Context: an optimization exercise on an open-source flow, tuned for small area and a short achievable clock period. The choices shown serve that exercise and are no tape-out recipe. At most, simulation tests tie the RTL to the original design; equivalence was not proved. No activity file was given, so power comes from the tool's default toggle rates.

// simd_mem_arbiter
module simd_mem_arbiter #(
    parameter int ADDR_WIDTH     = 64,
    parameter int DATA_WIDTH     = 64,
    parameter int VEC_DATA_WIDTH = 512,
    parameter int TIMEOUT_CYCLES = 1024
) (
    input  logic                      CLK,
    input  logic                      RESET,
    input  logic                      S_REQ,
    input  logic                      S_WE,
    input  logic [ADDR_WIDTH-1:0]     S_ADDR,
    input  logic [DATA_WIDTH-1:0]     S_WDATA,
    input  logic [DATA_WIDTH/8-1:0]   S_WMASK,
    output logic [DATA_WIDTH-1:0]     S_RDATA,
    output logic                      S_ACK,
    input  logic                      V_REQ,
    input  logic                      V_WE,
    input  logic [ADDR_WIDTH-1:0]     V_ADDR,
    input  logic [VEC_DATA_WIDTH-1:0] V_WDATA,
    output logic [VEC_DATA_WIDTH-1:0] V_RDATA,
    output logic                      V_ACK,
    output logic                      M_REQ,
    output logic                      M_WE,
    output logic [ADDR_WIDTH-1:0]     M_ADDR,
    output logic [DATA_WIDTH-1:0]     M_WDATA,
    output logic [DATA_WIDTH/8-1:0]   M_WMASK,
    input  logic                      M_ACK,
    input  logic [DATA_WIDTH-1:0]     M_RDATA,
    output logic                      BUSY
);
Size in the first run: ~2900 cells after synthesis, ~600 flip-flops, ~1500 I/O pins.
export LEC_CHECK = 0
export CAP_MARGIN = 20
export CORE_AREA = 5 5 265 265
export DIE_AREA = 0 0 270 270
export PLACE_DENSITY = 0.7
export SETUP_SLACK_MARGIN = 2.5
export SLEW_MARGIN = 20
create_clock -name core_clock -period 5.0 [get_ports {CLK}]
standard.sh (not shown) runs the stock make flow with config.mk's settings and CLKGATE_MAP_FILE= SYNTH_SCRIPT=/design/flow/synth_recipe.tcl, a recipe that flattens the netlist after the stock synthesis.
==> flow/flow/run.sh <==
#!/bin/bash
# Standard ORFS layout, with these changes: ports are buffered with buf_1 instead of the delay
# buffer buffer_ports picks by default; pins may sit one routing track apart so that a compact
# die has room for all 1500 of them; the clock pin is placed first, with a clear band around it.
set -euo pipefail
bash standard.sh \
  'BUFFER_PORTS_ARGS=-buffer_cell sky130_fd_sc_hd__buf_1' \
  "PRE_IO_PLACEMENT_TCL=$PWD/flow/pre_io.tcl" \
  'PLACE_PINS_ARGS=-min_distance 1 -min_distance_in_tracks -corner_avoidance 5 -exclude left:128-142' \
  finish > standard.log 2>&1
==> flow/flow/pre_io.tcl <==
# Put the clock pin in the middle of the left edge and keep other pins 7 um clear of it,
# so its wider clock wiring has room.
place_pin -pin_name CLK -layer met3 -location {0 135} -force_to_die_boundary
The first run went through all stages and came out clean.
Edit:
Settings changed: SETUP_SLACK_MARGIN 2.5 to 2.7.
- The changed run ran to the end with no violations
- power hardly moves
- worst hold slack gets better by 32 ps
- area after synthesis stays the same
- wire length climbs by 1.7%
- cell area climbs by 1.0%
- critical path depth climbs by 10
- setup slack gets better by 40 ps
- utilization climbs by 0.51 points
- combinational power barely changes
- clock power drops by 7.0%
No functional check of the RTL was part of any run of this note.

* * *

Another version of the RTL of simd_mem_arbiter (not shown whole).
Size: ~28000 µm² of cells after synthesis.
export LEC_CHECK = 0
export CAP_MARGIN = 20
export CORE_AREA = 5 5 265 265
export DIE_AREA = 0 0 270 270
export PLACE_DENSITY = 0.75
export SLEW_MARGIN = 20
create_clock -name core_clock -period 5.0 [get_ports {CLK}]
run.sh (not shown) runs the stock make flow with config.mk's settings and CLKGATE_MAP_FILE= SYNTH_SCRIPT=/design/flow/synth_recipe.tcl, a recipe that flattens the netlist after the stock synthesis.
Stock flow here: none of the scripts above is used.
The first run stopped in I/O pin placement (PPL-0024).
Rerun with:
Settings changed: CORE_AREA 5 5 265 265 to 10 10 750 290, DIE_AREA 0 0 270 270 to 0 0 760 300, PLACE_DENSITY 0.75 to default.
With this change the flow finished clean.
Synthesized area is unchanged.
Synthesized cell count does not change.

* * *

## north
The RTL this note starts from:
==> flow/design.v <==
module simd_mem_arbiter #(
    parameter int ADDR_WIDTH     = 64,
    parameter int DATA_WIDTH     = 64,
    parameter int VEC_DATA_WIDTH = 512,
    parameter int TIMEOUT_CYCLES = 1024
) (
    input  logic                      CLK,
    input  logic                      RESET,
    input  logic                      S_REQ,
    input  logic                      S_WE,
    input  logic [ADDR_WIDTH-1:0]     S_ADDR,
    input  logic [DATA_WIDTH-1:0]     S_WDATA,
    input  logic [DATA_WIDTH/8-1:0]   S_WMASK,
    output logic [DATA_WIDTH-1:0]     S_RDATA,
    output logic                      S_ACK,
    input  logic                      V_REQ,
    input  logic                      V_WE,
    input  logic [ADDR_WIDTH-1:0]     V_ADDR,
    input  logic [VEC_DATA_WIDTH-1:0] V_WDATA,
    output logic [VEC_DATA_WIDTH-1:0] V_RDATA,
    output logic                      V_ACK,
    output logic                      M_REQ,
    output logic                      M_WE,
    output logic [ADDR_WIDTH-1:0]     M_ADDR,
    output logic [DATA_WIDTH-1:0]     M_WDATA,
    output logic [DATA_WIDTH/8-1:0]   M_WMASK,
    input  logic                      M_ACK,
    input  logic [DATA_WIDTH-1:0]     M_RDATA,
    output logic                      BUSY
);
    localparam int BEATS  = VEC_DATA_WIDTH / DATA_WIDTH;
    localparam int BYTES  = DATA_WIDTH / 8;
    localparam int BEAT_W = $clog2(BEATS);
    localparam int OFF_W  = $clog2(BYTES);
    localparam int AW     = ADDR_WIDTH - OFF_W;
    logic              busy_q, mreq_q, sack_q, vack_q;
    logic              idle_q;
    logic              prefer_vec, owner_vec;
    logic [BEAT_W-1:0] beat;
    logic              we_q;
    logic [BYTES-1:0]  wmask_q;
    logic [AW-1:0]     addr_q;
    logic [VEC_DATA_WIDTH-1:0] line_q;
    logic idle, accept, grant_vec, beat_done, last_done, line_hold;
    assign idle      = idle_q;
    assign accept    = idle && (S_REQ || V_REQ);
    assign grant_vec = V_REQ && (!S_REQ || prefer_vec);
    assign beat_done = mreq_q && M_ACK;
    assign last_done = beat_done && (!owner_vec || beat == BEAT_W'(BEATS - 1));
    always_ff @(posedge CLK or posedge RESET) begin
        if (RESET) begin
            busy_q     <= 1'b0;
            idle_q     <= 1'b1;
            mreq_q     <= 1'b0;
            sack_q     <= 1'b0;
            vack_q     <= 1'b0;
            prefer_vec <= 1'b0;
        end else begin
            busy_q <= accept || mreq_q;
            idle_q <= !(accept || mreq_q);
            mreq_q <= accept || (mreq_q && !last_done);
            sack_q <= last_done && !owner_vec;
            vack_q <= last_done && owner_vec;
            if (accept)
                prefer_vec <= !grant_vec;
        end
    end
    always_ff @(posedge CLK) begin
        if (idle) begin
            owner_vec <= grant_vec;
            we_q      <= grant_vec ? V_WE : S_WE;
            wmask_q   <= grant_vec ? '1 : S_WMASK;
        end
    end
    always_ff @(posedge CLK) begin
        beat   <= idle ? '0 : beat + BEAT_W'(beat_done);
    end
    logic [AW-1:0] addr_load, addr_inc;
    assign addr_load = grant_vec ? V_ADDR[ADDR_WIDTH-1:OFF_W] : S_ADDR[ADDR_WIDTH-1:OFF_W];
    localparam int HW = AW - BEAT_W;
    localparam int HB = 8;
    localparam int NB = (HW + HB - 1) / HB;
    logic [NB-1:0] below_ones_q, below_ones_d;
    logic [HW-1:0] hi_load, hi_q, hi_inc;
    logic          mid_wrap;
    assign hi_load  = addr_load[AW-1:BEAT_W];
    assign hi_q     = addr_q[AW-1:BEAT_W];
    assign mid_wrap = &addr_q[BEAT_W-1:0];
    always_comb begin
        below_ones_d[0] = 1'b1;
        for (int b = 1; b < NB; b++)
            below_ones_d[b] = below_ones_d[b-1] && (&hi_load[(b-1)*HB +: HB]);
    end
    always_ff @(posedge CLK)
        if (idle)
            below_ones_q <= below_ones_d;
    logic [NB*HB-1:0] hi_pad;
    assign hi_pad = (NB*HB)'(hi_q);
    always_comb begin
        for (int i = 0; i < HW; i++) begin
            logic [HB-1:0] below_in_blk;
            below_in_blk = HB'((1 << (i % HB)) - 1);
            hi_inc[i] = hi_q[i] ^ (mid_wrap && below_ones_q[i / HB]
                                   && (&(hi_pad[(i / HB) * HB +: HB] | ~below_in_blk)));
        end
    end
    assign addr_inc = {hi_inc, addr_q[BEAT_W-1:0] + BEAT_W'(1)};
    assign line_hold = !idle && !beat_done;
    always_ff @(posedge CLK)
        addr_q <= ({AW{idle}} & addr_load)
                | ({AW{beat_done}} & addr_inc)
                | ({AW{line_hold}} & addr_q);
    localparam int W = DATA_WIDTH;
    logic                      shift_q;
    logic [VEC_DATA_WIDTH-1:0] line_load;
    logic [W-1:0]              slot0_next;
    logic                      wr_step, rd_cap, s0_hold, mid_hold, s7_hold;
    always_ff @(posedge CLK or posedge RESET)
        if (RESET)
            shift_q <= 1'b0;
        else
            shift_q <= beat_done;
    assign line_load  = {V_WDATA[VEC_DATA_WIDTH-1:W], grant_vec ? V_WDATA[W-1:0] : S_WDATA};
    assign slot0_next = shift_q ? line_q[3*W-1:2*W] : line_q[2*W-1:W];
    assign wr_step    = beat_done && we_q;
    assign rd_cap     = beat_done && !we_q;
    assign s0_hold    = !idle && !wr_step && !(shift_q && !we_q);
    assign mid_hold   = !idle && !shift_q;
    assign s7_hold    = !idle && !rd_cap;
    always_ff @(posedge CLK) begin
        line_q[W-1:0] <= ({W{idle}} & line_load[W-1:0])
                       | ({W{wr_step}} & slot0_next)
                       | ({W{shift_q && !we_q}} & line_q[2*W-1:W])
                       | ({W{s0_hold}} & line_q[W-1:0]);
        line_q[7*W-1:W] <= ({6*W{idle}} & line_load[7*W-1:W])
                         | ({6*W{shift_q}} & line_q[8*W-1:2*W])
                         | ({6*W{mid_hold}} & line_q[7*W-1:W]);
        line_q[8*W-1:7*W] <= ({W{idle}} & line_load[8*W-1:7*W])
                           | ({W{rd_cap}} & M_RDATA)
                           | ({W{s7_hold}} & line_q[8*W-1:7*W]);
    end
    assign BUSY    = busy_q;
    assign M_REQ   = mreq_q;
    assign S_ACK   = sack_q;
    assign V_ACK   = vack_q;
    assign M_WE    = we_q;
    assign M_WMASK = wmask_q;
    assign M_ADDR  = {addr_q, {OFF_W{1'b0}}};
    assign M_WDATA = line_q[DATA_WIDTH-1:0];
    assign S_RDATA = line_q[VEC_DATA_WIDTH-1 -: DATA_WIDTH];
    assign V_RDATA = line_q;
endmodule
==> flow/config.mk <==
export PLATFORM = sky130hd
export DESIGN_NAME = simd_mem_arbiter
export DESIGN_NICKNAME = simd_mem_arbiter
export VERILOG_FILES = /design/flow/design.v
export SDC_FILE = /design/flow/constraint.sdc
export NUM_CORES = 4
export LEC_CHECK = 0
export CAP_MARGIN = 20
export CORE_AREA = 5 5 275 275
export CTS_CLUSTER_DIAMETER = 60
export CTS_CLUSTER_SIZE = 20
export DIE_AREA = 0 0 280 280
export PLACE_DENSITY = 0.7
export SETUP_SLACK_MARGIN = 2.7
export SLEW_MARGIN = 20
==> flow/constraint.sdc <==
create_clock -name core_clock -period 5.0 [get_ports {CLK}]
set_input_delay 1.0000 -clock core_clock [delete_from_list [all_inputs] [get_ports {CLK}]]
set_output_delay 1.0000 -clock core_clock [all_outputs]
set_load 0.01 [all_outputs]
standard.sh (not shown) runs the stock make flow with config.mk's settings and CLKGATE_MAP_FILE= SYNTH_SCRIPT=/design/flow/synth_recipe.tcl, a recipe that flattens the netlist after the stock synthesis.
==> flow/flow/run.sh <==
#!/bin/bash
# Standard ORFS layout, with these changes: ports are buffered with buf_1 instead of the delay
# buffer buffer_ports picks by default; pins may sit one routing track apart so that a compact
# die has room for all 1500 of them; the clock pin is placed first, with a clear band around it.
set -euo pipefail
bash standard.sh \
  'BUFFER_PORTS_ARGS=-buffer_cell sky130_fd_sc_hd__buf_1' \
  "PRE_IO_PLACEMENT_TCL=$PWD/flow/pre_io.tcl" \
  'PLACE_PINS_ARGS=-min_distance 1 -min_distance_in_tracks -corner_avoidance 5 -exclude left:133-147' \
  finish > standard.log 2>&1
==> flow/flow/pre_io.tcl <==
# Put the clock pin in the middle of the left edge and keep other pins 7 um clear of it,
# so its wider clock wiring has room.
place_pin -pin_name CLK -layer met3 -location {0 140} -force_to_die_boundary
diff inputs: north => south
Settings: swapping 0 0 280 280 for 0 0 260 260 in DIE_AREA; swapping 5 5 275 275 for 5 5 255 255 in CORE_AREA.
diff --git a/flow/flow/run.sh b/flow/flow/run.sh
--- a/flow/flow/run.sh
+++ b/flow/flow/run.sh
@@ -7,4 +7,4 @@
   'BUFFER_PORTS_ARGS=-buffer_cell sky130_fd_sc_hd__buf_1' \
   "PRE_IO_PLACEMENT_TCL=$PWD/flow/pre_io.tcl" \
-  'PLACE_PINS_ARGS=-min_distance 1 -min_distance_in_tracks -corner_avoidance 5 -exclude left:133-147' \
+  'PLACE_PINS_ARGS=-min_distance 1 -min_distance_in_tracks -corner_avoidance 5 -exclude left:123-137' \
   finish > standard.log 2>&1
==> flow/flow/pre_io.tcl <==
# Put the clock pin in the middle of the left edge and keep other pins 7 um clear of it,
# so its wider clock wiring has room.
place_pin -pin_name CLK -layer met3 -location {0 130} -force_to_die_boundary
Findings:
Comparing fraction of area in registers for south and north, the bigger number came from south.
Summary: with north as the reference, met2 wire length in south moved down by a few percent.
[compare] base=north new=south: number of tap instances went down 122, period utilization did not really move.
diff inputs: south => east
Settings: CORE_AREA: 5 5 255 255 -> 5 5 265 265; DIE_AREA: 0 0 260 260 -> 0 0 270 270.
diff --git a/flow/flow/run.sh b/flow/flow/run.sh
--- a/flow/flow/run.sh
+++ b/flow/flow/run.sh
@@ -7,4 +7,4 @@
   'BUFFER_PORTS_ARGS=-buffer_cell sky130_fd_sc_hd__buf_1' \
   "PRE_IO_PLACEMENT_TCL=$PWD/flow/pre_io.tcl" \
-  'PLACE_PINS_ARGS=-min_distance 1 -min_distance_in_tracks -corner_avoidance 5 -exclude left:123-137' \
+  'PLACE_PINS_ARGS=-min_distance 1 -min_distance_in_tracks -corner_avoidance 5 -exclude left:128-142' \
   finish > standard.log 2>&1
==> flow/flow/pre_io.tcl <==
# Put the clock pin in the middle of the left edge and keep other pins 7 um clear of it,
# so its wider clock wiring has room.
place_pin -pin_name CLK -layer met3 -location {0 135} -force_to_die_boundary
### Flow results
east went all the way through synthesis, placement and routing and the layout is clean on timing, DRC and antenna. For south, the beginning of the critical path was line_q[389]$_DFF_P_, unlike east, where it was line_q[107]$_DFF_P_. Flip-flop and latch count: east vs south identical. The count of plain and timing-repair buffers in the layout of south and that of east are within noise of each other. east vs. south: area of all placed cells without fillers increased about 0.8%; global-route usage +3.3 points.

[port drivers added, routing unchanged]
The flow's constraints put no driver on any port. The routed layouts listed below were extracted and timed again, unchanged, in two steps.
Step 1 sets driving cells, clkbuf_16 on the clock port and buf_2 on the other inputs (assumed; they add their load-dependent delay and slew).
Step 2 also shifts input and output timing later by t, the mid clock arrival at the registers, as if the neighbouring blocks saw the same clock.
Three values: no drivers, after step 1, after step 2; two values: the first two.
run	t, ns	setup slack, ns	clock arrival spread, ns
the first run of note 1	0.631	2.517 / 2.472 / 1.954	0.036 / 0.037
the second run of note 1	0.641	2.557 / 2.552 / 1.911	0.033 / 0.033
the second run of note 2	0.795	1.625 / 1.551 / 1.448	0.049 / 0.049
north	0.682	2.668 / 2.621 / 2.061	0.054 / 0.054
south	0.653	2.673 / 2.624 / 2.106	0.049 / 0.050
east	0.665	2.686 / 2.636 / 2.052	0.046 / 0.046
After both steps every run listed still meets setup and hold. For the second run of note 1, which loses most, drivers alone change the setup slack by -0.005 ns; drivers and shift together by -0.646 ns.
